Background: an optimization exercise with open tools, aiming at small area, a short achievable clock period and few clock cycles. Do not read the settings as production practice.
In this exercise RTL edits were held to simulation tests only and were not proved equivalent to the original.
Power is estimated from default activity; no workload was simulated.

===== flow/config.mk =====
export PLATFORM = sky130hd
export DESIGN_NAME = pipeTop
export DESIGN_NICKNAME = pipeTop
export VERILOG_FILES = /design/flow/design.v
export SDC_FILE = /design/flow/constraint.sdc
export NUM_CORES = 4
export LEC_CHECK = 0
export CAP_MARGIN = 20
export CORE_MARGIN = 2
export CORE_UTILIZATION = 45
export SLEW_MARGIN = 20
export SYNTH_MEMORY_MAX_BITS = 8192

===== flow/constraint.sdc =====
create_clock -name core_clock -period 10.0 [get_ports {clock}]
set_input_delay 2.0000 -clock core_clock [delete_from_list [all_inputs] [get_ports {clock}]]
set_output_delay 2.0000 -clock core_clock [all_outputs]
set_load 0.01 [all_outputs]

===== flow/design.v =====
`default_nettype none
package pipePkg;
    localparam int wordWidth    = 32;
    localparam int regAddrWidth = 5;
    typedef enum logic [6:0] {
        opNone   = 7'b0000000,
        opLoad   = 7'b0000011,
        opImm    = 7'b0010011,
        opStore  = 7'b0100011,
        opReg    = 7'b0110011,
        opBranch = 7'b1100011
    } opcodeE;
    typedef enum logic [1:0] {
        aluAdd = 2'd0,
        aluSub = 2'd1,
        aluAnd = 2'd2,
        aluOr  = 2'd3
    } aluOpE;
    typedef enum logic [1:0] {
        fwdNone = 2'd0,  
        fwdMem  = 2'd1,  
        fwdWb   = 2'd2   
    } fwdSelE;
    typedef struct packed {
        logic  regWrite;
        logic  memRead;
        logic  memWrite;
        logic  branch;
        logic  branchNe;    
        logic  aluSrcImm;
        logic  memToReg;
        aluOpE aluOp;
    } ctrlT;
    typedef struct packed {
        logic [wordWidth-1:0] pc;
        logic [wordWidth-1:0] instr;
    } ifIdT;
    typedef struct packed {
        ctrlT                    ctrl;
        logic [wordWidth-1:0]    pc;
        logic [wordWidth-1:0]    rs1Val;
        logic [wordWidth-1:0]    rs2Val;
        logic [wordWidth-1:0]    imm;
        logic [regAddrWidth-1:0] rs1;
        logic [regAddrWidth-1:0] rs2;
        logic [regAddrWidth-1:0] rd;
    } idExT;
    typedef struct packed {
        logic                    regWrite;
        logic                    memRead;
        logic                    memWrite;
        logic [wordWidth-1:0]    aluResult;
        logic [wordWidth-1:0]    storeData;
        logic [regAddrWidth-1:0] rs2;
        logic [regAddrWidth-1:0] rd;
    } exMemT;
    typedef struct packed {
        logic                    regWrite;
        logic                    memToReg;
        logic [wordWidth-1:0]    loadData;
        logic [wordWidth-1:0]    aluResult;
        logic [regAddrWidth-1:0] rd;
    } memWbT;
endpackage
`default_nettype wire
`timescale 1ns/1ns
`default_nettype none
module fetchStage #(
    parameter int imemWords = 64
) (
    input  wire logic                                 clock,
    input  wire logic                                 reset,
    input  wire logic                                 run,
    input  wire logic                                 progWrite,
    input  wire logic [$clog2(imemWords)-1:0]         progAddr,
    input  wire logic [pipePkg::wordWidth-1:0]        progData,
    input  wire logic                                 stall,
    input  wire logic                                 redirect,
    input  wire logic [pipePkg::wordWidth-1:0]        target,
    output pipePkg::ifIdT                             ifId
);
    localparam int imemAddrWidth = $clog2(imemWords);
    logic [pipePkg::wordWidth-1:0] imem [imemWords];
    logic [pipePkg::wordWidth-1:0] pc;
    logic [pipePkg::wordWidth-1:0] instr;
    always_ff @(posedge clock) begin
        if (progWrite && !run) begin  
            imem[progAddr] <= progData;
        end
    end
    assign instr = imem[pc[imemAddrWidth+1:2]];  
    always_ff @(posedge clock) begin
        if (reset || !run) begin
            pc <= '0;
        end else if (redirect) begin
            pc <= target;
        end else if (!stall) begin
            pc <= pc + 32'd4;
        end
    end
    always_ff @(posedge clock) begin
        if (reset || !run || redirect) begin
            ifId <= '0;  
        end else if (!stall) begin
            ifId.pc    <= pc;
            ifId.instr <= instr;
        end
    end
endmodule
`default_nettype wire
`timescale 1ns/1ns
`default_nettype none
module decodeStage (
    input  wire logic                                 clock,
    input  wire logic                                 reset,
    input  wire pipePkg::ifIdT                        ifId,
    input  wire logic                                 redirect,
    input  wire logic                                 wbWrite,
    input  wire logic [pipePkg::regAddrWidth-1:0]     wbRd,
    input  wire logic [pipePkg::wordWidth-1:0]        wbData,
    output pipePkg::idExT                             idEx,
    output logic                                      stall
);
    localparam int immExt = pipePkg::wordWidth - 12;
    logic [pipePkg::wordWidth-1:0]    instr;
    logic [2:0]                       funct3;
    logic [pipePkg::regAddrWidth-1:0] rs1;
    logic [pipePkg::regAddrWidth-1:0] rs2;
    logic [pipePkg::regAddrWidth-1:0] rd;
    pipePkg::opcodeE                  opcode;
    pipePkg::ctrlT                    ctrl;
    logic [pipePkg::wordWidth-1:0]    imm;
    logic [pipePkg::wordWidth-1:0]    rs1Val;
    logic [pipePkg::wordWidth-1:0]    rs2Val;
    logic [pipePkg::wordWidth-1:0]    regs [2**pipePkg::regAddrWidth];
    logic                             usesRs1;
    logic                             checkRs2;
    assign instr  = ifId.instr;
    assign funct3 = instr[14:12];
    assign rs1    = instr[19:15];
    assign rs2    = instr[24:20];
    assign rd     = instr[11:7];
    always_comb begin
        case (instr[6:0])
            pipePkg::opLoad:   opcode = pipePkg::opLoad;
            pipePkg::opStore:  opcode = pipePkg::opStore;
            pipePkg::opBranch: opcode = pipePkg::opBranch;
            pipePkg::opImm:    opcode = pipePkg::opImm;
            pipePkg::opReg:    opcode = pipePkg::opReg;
            default:           opcode = pipePkg::opNone;
        endcase
    end
    always_comb begin
        ctrl = '0;
        case (opcode)
            pipePkg::opLoad: begin
                ctrl.regWrite  = 1'b1;
                ctrl.memRead   = 1'b1;
                ctrl.aluSrcImm = 1'b1;
                ctrl.memToReg  = 1'b1;
            end
            pipePkg::opStore: begin
                ctrl.memWrite  = 1'b1;
                ctrl.aluSrcImm = 1'b1;
            end
            pipePkg::opBranch: begin
                ctrl.branch   = (funct3[2:1] == 2'b00);  
                ctrl.branchNe = funct3[0];
            end
            pipePkg::opImm: begin
                ctrl.aluSrcImm = 1'b1;
                ctrl.regWrite  = (funct3 == 3'b000) || (funct3 == 3'b111);
                ctrl.aluOp     = (funct3 == 3'b111) ? pipePkg::aluAnd : pipePkg::aluAdd;
            end
            pipePkg::opReg: begin
                ctrl.regWrite = 1'b1;
                case (funct3)
                    3'b000:  ctrl.aluOp = instr[30] ? pipePkg::aluSub : pipePkg::aluAdd;
                    3'b110:  ctrl.aluOp = pipePkg::aluOr;
                    3'b111:  ctrl.aluOp = pipePkg::aluAnd;
                    default: ctrl.regWrite = 1'b0;  
                endcase
            end
            default: ctrl = '0;
        endcase
    end
    always_comb begin
        case (opcode)
            pipePkg::opLoad,
            pipePkg::opImm:    imm = {{immExt{instr[31]}}, instr[31:20]};
            pipePkg::opStore:  imm = {{immExt{instr[31]}}, instr[31:25], instr[11:7]};
            pipePkg::opBranch: imm = {{(immExt-1){instr[31]}}, instr[31], instr[7],
                                      instr[30:25], instr[11:8], 1'b0};
            default:           imm = '0;
        endcase
    end
    always_ff @(posedge clock) begin
        if (wbWrite && wbRd != '0) begin
            regs[wbRd] <= wbData;
        end
    end
    function automatic logic [pipePkg::wordWidth-1:0] readReg(
        input logic [pipePkg::regAddrWidth-1:0] idx
    );
        if (idx == 5'd0) begin
            readReg = 32'd0;
        end else if (wbWrite && wbRd == idx) begin
            readReg = wbData;  
        end else begin
            readReg = regs[idx];
        end
    endfunction
    always_comb begin
        rs1Val = readReg(rs1);
        rs2Val = readReg(rs2);
    end
    assign usesRs1  = (opcode != pipePkg::opNone);
    assign checkRs2 = (opcode == pipePkg::opReg) || (opcode == pipePkg::opBranch);
    assign stall = idEx.ctrl.memRead && (idEx.rd != '0) &&
                   ((usesRs1 && idEx.rd == rs1) || (checkRs2 && idEx.rd == rs2));
    always_ff @(posedge clock) begin
        if (reset || stall || redirect) begin
            idEx <= '0;
        end else begin
            idEx.ctrl   <= ctrl;
            idEx.pc     <= ifId.pc;
            idEx.rs1Val <= rs1Val;
            idEx.rs2Val <= rs2Val;
            idEx.imm    <= imm;
            idEx.rs1    <= rs1;
            idEx.rs2    <= rs2;
            idEx.rd     <= rd;
        end
    end
endmodule
`default_nettype wire
`timescale 1ns/1ns
`default_nettype none
module executeStage (
    input  wire logic                                 clock,
    input  wire logic                                 reset,
    input  wire pipePkg::idExT                        idEx,
    input  wire pipePkg::exMemT                       exMemFb,
    input  wire logic                                 wbWrite,
    input  wire logic [pipePkg::regAddrWidth-1:0]     wbRd,
    input  wire logic [pipePkg::wordWidth-1:0]        wbData,
    output pipePkg::exMemT                            exMem,
    output logic                                      redirect,
    output logic [pipePkg::wordWidth-1:0]             target
);
    pipePkg::fwdSelE               fwdA;
    pipePkg::fwdSelE               fwdB;
    logic [pipePkg::wordWidth-1:0] opA;
    logic [pipePkg::wordWidth-1:0] opB;
    logic [pipePkg::wordWidth-1:0] aluB;
    logic [pipePkg::wordWidth-1:0] aluResult;
    function automatic pipePkg::fwdSelE pickSource(
        input logic [pipePkg::regAddrWidth-1:0] rs
    );
        if (exMemFb.regWrite && !exMemFb.memRead && exMemFb.rd != 5'd0 && exMemFb.rd == rs) begin
            pickSource = pipePkg::fwdMem;
        end else if (wbWrite && wbRd != 5'd0 && wbRd == rs) begin
            pickSource = pipePkg::fwdWb;
        end else begin
            pickSource = pipePkg::fwdNone;
        end
    endfunction
    function automatic logic [pipePkg::wordWidth-1:0] applyFwd(
        input pipePkg::fwdSelE               sel,
        input logic [pipePkg::wordWidth-1:0] regVal
    );
        case (sel)
            pipePkg::fwdMem: applyFwd = exMemFb.aluResult;
            pipePkg::fwdWb:  applyFwd = wbData;
            default:         applyFwd = regVal;
        endcase
    endfunction
    always_comb begin
        fwdA = pickSource(idEx.rs1);
        fwdB = pickSource(idEx.rs2);
        opA  = applyFwd(fwdA, idEx.rs1Val);
        opB  = applyFwd(fwdB, idEx.rs2Val);
    end
    assign aluB = idEx.ctrl.aluSrcImm ? idEx.imm : opB;
    always_comb begin
        case (idEx.ctrl.aluOp)
            pipePkg::aluSub: aluResult = opA - aluB;
            pipePkg::aluAnd: aluResult = opA & aluB;
            pipePkg::aluOr:  aluResult = opA | aluB;
            default:         aluResult = opA + aluB;
        endcase
    end
    assign redirect = idEx.ctrl.branch && ((opA == opB) != idEx.ctrl.branchNe);
    assign target   = idEx.pc + idEx.imm;
    always_ff @(posedge clock) begin
        if (reset || redirect) begin
            exMem <= '0;  
        end else begin
            exMem.regWrite  <= idEx.ctrl.regWrite;
            exMem.memRead   <= idEx.ctrl.memRead;
            exMem.memWrite  <= idEx.ctrl.memWrite;
            exMem.aluResult <= aluResult;
            exMem.storeData <= opB;
            exMem.rs2       <= idEx.rs2;
            exMem.rd        <= idEx.rd;
        end
    end
endmodule
`default_nettype wire
`timescale 1ns/1ns
`default_nettype none
module memoryStage #(
    parameter int dmemWords = 64
) (
    input  wire logic                                 clock,
    input  wire logic                                 reset,
    input  wire pipePkg::exMemT                       exMem,
    input  wire pipePkg::memWbT                       memWbFb,
    output pipePkg::memWbT                            memWb,
    output logic                                      wbWrite,
    output logic [pipePkg::regAddrWidth-1:0]          wbRd,
    output logic [pipePkg::wordWidth-1:0]             wbData,
    output logic                                      storeValid,
    output logic [pipePkg::wordWidth-1:0]             storeAddr,
    output logic [pipePkg::wordWidth-1:0]             storeData
);
    localparam int dmemAddrWidth = $clog2(dmemWords);
    logic [pipePkg::wordWidth-1:0] dmem [dmemWords];
    logic [dmemAddrWidth-1:0]      index;
    logic                          storeFwd;
    logic [pipePkg::wordWidth-1:0] storeWord;
    logic [pipePkg::wordWidth-1:0] loadWord;
    assign index    = exMem.aluResult[dmemAddrWidth+1:2];  
    assign storeFwd = exMem.memWrite && memWbFb.regWrite && memWbFb.rd != '0 &&
                      memWbFb.rd == exMem.rs2;
    assign storeWord = storeFwd ? wbData : exMem.storeData;
    assign loadWord  = dmem[index];
    always_ff @(posedge clock) begin
        if (exMem.memWrite) begin
            dmem[index] <= storeWord;
        end
    end
    assign storeValid = exMem.memWrite;
    assign storeAddr  = exMem.aluResult;
    assign storeData  = storeWord;
    always_ff @(posedge clock) begin
        if (reset) begin
            memWb <= '0;
        end else begin
            memWb.regWrite  <= exMem.regWrite;
            memWb.memToReg  <= exMem.memRead;
            memWb.loadData  <= loadWord;
            memWb.aluResult <= exMem.aluResult;
            memWb.rd        <= exMem.rd;
        end
    end
    assign wbWrite = memWbFb.regWrite;
    assign wbRd    = memWbFb.rd;
    assign wbData  = memWbFb.memToReg ? memWbFb.loadData : memWbFb.aluResult;
endmodule
`default_nettype wire
`timescale 1ns/1ns
`default_nettype none
module pipeTop #(
    parameter int imemWords = 64,
    parameter int dmemWords = 64
) (
    input  wire logic                                 clock,
    input  wire logic                                 reset,
    input  wire logic                                 run,
    input  wire logic                                 progWrite,
    input  wire logic [$clog2(imemWords)-1:0]         progAddr,
    input  wire logic [pipePkg::wordWidth-1:0]        progData,
    output logic                                      storeValid,
    output logic [pipePkg::wordWidth-1:0]             storeAddr,
    output logic [pipePkg::wordWidth-1:0]             storeData
);
    pipePkg::ifIdT                    ifId;
    pipePkg::idExT                    idEx;
    pipePkg::exMemT                   exMem;
    pipePkg::memWbT                   memWb;
    logic                             stall;
    logic                             redirect;
    logic [pipePkg::wordWidth-1:0]    target;
    logic                             wbWrite;
    logic [pipePkg::regAddrWidth-1:0] wbRd;
    logic [pipePkg::wordWidth-1:0]    wbData;
    fetchStage #(
        .imemWords (imemWords)
    ) fetchStage_inst (
        .clock     (clock),
        .reset     (reset),
        .run       (run),
        .progWrite (progWrite),
        .progAddr  (progAddr),
        .progData  (progData),
        .stall     (stall),
        .redirect  (redirect),
        .target    (target),
        .ifId      (ifId)
    );
    decodeStage decodeStage_inst (
        .clock    (clock),
        .reset    (reset),
        .ifId     (ifId),
        .redirect (redirect),
        .wbWrite  (wbWrite),
        .wbRd     (wbRd),
        .wbData   (wbData),
        .idEx     (idEx),
        .stall    (stall)
    );
    executeStage executeStage_inst (
        .clock    (clock),
        .reset    (reset),
        .idEx     (idEx),
        .exMemFb  (exMem),
        .wbWrite  (wbWrite),
        .wbRd     (wbRd),
        .wbData   (wbData),
        .exMem    (exMem),
        .redirect (redirect),
        .target   (target)
    );
    memoryStage #(
        .dmemWords (dmemWords)
    ) memoryStage_inst (
        .clock      (clock),
        .reset      (reset),
        .exMem      (exMem),
        .memWbFb    (memWb),
        .memWb      (memWb),
        .wbWrite    (wbWrite),
        .wbRd       (wbRd),
        .wbData     (wbData),
        .storeValid (storeValid),
        .storeAddr  (storeAddr),
        .storeData  (storeData)
    );
endmodule
`default_nettype wire

===== flow/run.sh =====
#!/bin/bash
# synth_recipe.tcl (not shown) runs the flow's synth.tcl, then flattens the netlist and writes it again
# the make line also repeats each setting of config.mk as NAME=value (left out here)
make -C /OpenROAD-flow-scripts/flow DESIGN_CONFIG=/design/flow/config.mk WORK_HOME=/design/flow/orfs CLKGATE_MAP_FILE= SYNTH_SCRIPT=/design/flow/synth_recipe.tcl finish

==> flow_metrics.py <==
metrics = {
    "worst_setup_path": {
        "worst-path-max-fanout": 35,
        "worstReg2RegEnd": "executeStage_inst.exMem[73]$_SDFF_PP0_",
        "crit_required_ns": 10.95,
        "critPathLaunchType": "flop",
        "crit_buf_inv": 3,
        "path_class": "flop to flop",
        "arrival_ns": 8.83,
        "r2r_start": "memoryStage_inst.memWb[69]$_SDFF_PP0_",
        "rr_worst_depth": 22,
        "path_common_cell": "nor3_1",
        "cp_slowest_cell": "dfxtp_2",
        "end_kind": "flop",
        "critical_path.top_delay_family": "simple AND/OR/NAND/NOR gates",
        "slowest_delay_ns": 0.66,
        "crit_chain": "buf_4, mux2i_1, inv_1, nor3_1, nor2_1, a221o_1, nor3_1, nor4bb_1, buf_4, nor2b_1, nand2_1, o21ai_0, xnor2_1, ha_1, nand4_1, a2111oi_0, o32ai_1, o21ai_1, or3_1, a31oi_1, a211o_1, nor3_1",
        "reg2reg_slack_ns": 2.12,
    },
    "clock_tree": {
        "cts_tree": "yes",
        "clk_path_buf_depth": 4,
        "root_buffer": "clkbuf_16",
        "post_cts_resized": 0,
        "postCtsHoldBufs": 0,
        "cts_sinks": 5424,
        "cts_buffers": 566,
        "cts_setup_buffers": 0,
        "clk_latency_ns": 1.09,
        "htree_levels": 6,
        "clk_pin_slew_worst_paths_ns": 0.06,
    },
    "logic_synthesis": {
        "synth_edf_count": 5120,
        "yosysWarnings": 4,
        "yosysUniqueCellTypes": 92,
        "async_flop_share_pct": 0,
        "postSynthAreaPerCell_um2": 19.45,
        "synth_ff_type": "edfxtp_1",
        "ys_seq_elements": 5424,
        "ys_seq_area_share_pct": 74.02,
        "synthCells": 11100,
        "syn_area_um2": 215900,
    },
    "layout": {
        "final_nets": 11500,
        "syn_to_final_growth_pct": 13.02,
        "drive_gt1_share_pct": 23.13,
    },
    "drt": {
        "wirelength_um": 644600,
        "drt_iter0_markers": 14750,
        "detail_route.drc_violations": 0,
        "post_drt_wl_per_cell_um": 35.30,
        "ant_nets": 0,
        "viasPerCell": 6.448,
        "vias": 117800,
        "drt_pass1_iterations": 8,
    },
    "placed_design": {
        "dp_hpwl_um": 356200,
        "port_buffers": 106,
        "place.gp.congestion": 0.8884,
    },
    "sta": {
        "finalHoldViolCount": 0,
        "hold_ws_ns": 0.4073,
        "finalMaxSlewViolations": 0,
        "timing.setup.tns_ns": 0,
        "fmax_mhz": 126.8,
        "setup_viol": 0,
        "grt_setup_unrepaired": "false",
        "worstMarginPinSlew_ns": 1.207,
        "finalCritPeriodShare_pct": 78.84,
        "slew_headroom_pct": 19.54,
        "fin_skew_ns": 0.08349,
        "period_minus_slack_ns": 7.884,
    },
    "global_route": {
        "grt_pass1_vias": 118600,
        "grt_start_max_net_pins": 132,
        "globalRoute.totalOverflow": 0,
        "antenna_found_initial": 37,
        "grt_pass1_wl_um": 902600,
        "grt_usage_pct": 26.21,
    },
    "min_path": {
        "hold_start": "decodeStage_inst.idEx[151]$_SDFF_PP0_",
        "min_path_cells": 2,
        "hold_path_class": "flop to flop",
        "holdPathEnd": "executeStage_inst.exMem[76]$_SDFF_PP0_",
    },
    "die": {
        "dieArea_um2": 485400,
        "rows": 254,
        "ios": 107,
        "start_util_pct": 45.15,
        "coreArea_um2": 478300,
        "die_height_um": 696.7,
        "die_width_um": 696.7,
    },
    "power": {
        "pwr_density_cell_nw_per_um2": 208.4,
        "p_leak_nw": 74.68,
        "vdd_ir_drop_max_mv": 0.1952,
    },
    "outcome": {
        "status": "timing/DRC/antenna clean",
    },
    "flow_run": {
        "cap_violations": 0,
    },
}
[cells by family (layout without fill, tap and decap cells)]
logic type	Yosys count	in the layout	synth area share, %
XOR/XNOR	132	132	0.5354
adder cells (fa/ha/maj)	68	68	0.3824
multiplexers	1518	1518	14.32
AO/OA/AOI/OAI	1969	1969	6.546
AND/OR/NAND/NOR	1118	1118	2.541
other	1	52	0.001737
flip-flops	5424	5424	74.02
buffers and inverters	874	1581	1.659
[cell usage in the layout (no fill, tap or decap), drive strengths merged, types with 37 or more instances in the layout]
cell type      instances
nor2b                 71
clkinv               223
o21ai                179
a41oi                 48
nor2                 367
a21oi                248
a22oi                810
a221oi               151
xor2                  51
edfxtp              5120
nand4                157
o31ai                 43
nand3                 46
mux2                  62
xnor2                 81
a31oi                142
nor3b                 48
mux4                1250
buf                  411
dfxtp                304
ha                    50
a22o                 115
clkbuf               729
a211oi                37
clkdlybuf4s50         72
nand2                232
nor3                  82
mux2i                206
inv                  114
[worst min-delay path, cell delays in order, from the launching register on]
cell	delay [ns]
dfxtp_1	0.30
inv_1	0.04
nor2_1	0.03
[per-layer routing]
metal | share of wire, % | global-route usage [%] | up-vias
met5 | 0.027 | 0 | -
met4 | 4.0 | 9.564 | 26
met3 | 9.5 | 4.778 | 1181
met2 | 48 | 42.01 | 6309
met1 | 39 | 36.14 | 62820
li1 | - | - | 47420
[Yosys cell counts, types with 15 or more instances]
library cell  instances  share of area [%]
a211oi_1             37               0.13
a21o_1               26              0.090
a21oi_1             248               0.57
a221o_1              16              0.074
a221oi_1            151               0.61
a22o_1              115               0.47
a22oi_1             810                2.8
a31oi_1             141               0.41
a41oi_1              48               0.19
and3_1               15              0.043
buf_1               135               0.23
buf_2                31              0.072
buf_4                39               0.14
clkbuf_1            561               0.98
dfxtp_1             304                2.8
edfxtp_1           5120                 71
ha_1                 50               0.29
inv_1                87               0.15
maj3_1               16              0.074
mux2_2               62               0.32
mux2i_1             206               0.95
mux4_2             1250                 13
nand2_1             231               0.40
nand3_1              45               0.10
nand4_1             157               0.45
nor2_1              366               0.64
nor2b_1              71               0.21
nor3_1               81               0.19
nor3b_1              48               0.17
nor4_1               24              0.070
o211ai_1             20              0.070
o21ai_0             173               0.40
o221ai_1             19              0.077
o22ai_1              29              0.084
o31ai_1              42               0.15
or2_2                15              0.043
xnor2_1              81               0.33
xor2_1               51               0.21
[where the power goes]
group	switching (W)	total (W)	internal, W
clock network	0.00875	0.0200	0.0113
registers	0.000199	0.0253	0.0251
logic	0.00384	0.00554	0.00170
[worst max path at each step]
stage / from / end / slack (ns) / depth (start not counted)
after global routing: memoryStage_inst.memWb[69]$_SDFF_PP0_ / executeStage_inst.exMem[73]$_SDFF_PP0_ / 1.48 / 22
after CTS: memoryStage_inst.memWb[69]$_SDFF_PP0_ / executeStage_inst.exMem[73]$_SDFF_PP0_ / 2.28 / 22
after global placement: memoryStage_inst.memWb[69]$_SDFF_PP0_ / executeStage_inst.exMem[73]$_SDFF_PP0_ / 2.28 / 22
after detailed placement: memoryStage_inst.memWb[69]$_SDFF_PP0_ / executeStage_inst.exMem[73]$_SDFF_PP0_ / 2.39 / 22
after floorplan: memoryStage_inst.memWb[2]$_SDFF_PP0_ / storeData[14] / 4.22 / 8
final: memoryStage_inst.memWb[69]$_SDFF_PP0_ / executeStage_inst.exMem[73]$_SDFF_PP0_ / 2.12 / 22
[flip-flops by register name, indices dropped and copies added (netlist names)]
| register | flops |
|---|---|
| memoryStage_inst.memWb | 71 |
| fetchStage_inst.pc | 8 |
| executeStage_inst.exMem | 77 |
| memoryStage_inst.dmem | 2048 |
| decodeStage_inst.idEx | 108 |
| fetchStage_inst.imem | 2048 |
| fetchStage_inst.ifId | 40 |
| decodeStage_inst.regs | 1024 |
[metrics by stage]
stage	std cells	power (W)	setup WS, ns	util, %	area [um^2]
6_report	18260	0.05085	2.116	51.02	244000
3_3_place_gp	17230	0.03116	2.279	47.34	226400
2_1_floorplan	11140	0.02866	4.223	-	216100
5_1_grt	18240	0.05222	1.479	51.01	244000
3_5_place_dp	17240	0.03125	2.386	47.35	226500
4_1_cts	18240	0.05107	2.278	50.99	243900
[cell type report]
| cell class | instances | area, um^2 |
|---|---|---|
| Tap cell | 6400 | 8008 |
| Clock inverter | 275 | 2271 |
| Inverter | 93 | 356.6 |
| Antenna cell | 20 | 50.05 |
| Fill cell | 37680 | 234300 |
| Multi-Input combinational cell | 4837 | 54160 |
| Sequential cell | 5424 | 159900 |
| Clock buffer | 729 | 15140 |
| Timing Repair Buffer | 484 | 4177 |
Testbench counts, summed over its fixed seeds: cycles 124,306.

## separate check: timing with driven ports
The results above use ideal ports. As a check the final layout listed here was re-extracted and re-timed, cells and wires unchanged.
Step 1 sets driving cells, clkbuf_16 on the clock port and buf_2 on the other inputs (assumed; they add their load-dependent delay and slew).
Step 2 adds t to the input delays and takes it off the output delays; t is the mean of the earliest and latest rising clock arrival at the registers after step 1. Input paths then give back, and output paths get back, about the clock's delay inside the block.
Slacks: ideal / step 1 / step 2; pairs: ideal / step 1.
t, ns: 1.177
slack for setup (ns): 2.116 / 2.116 / 2.116
worst setup path after step 2: register to register
worst register clock-pin slew, ns: 0.07 / 0.07
After both steps this run still meets setup and hold. The setup slack of this run moves by 0.000 ns with the drivers and by 0.000 ns with both steps.
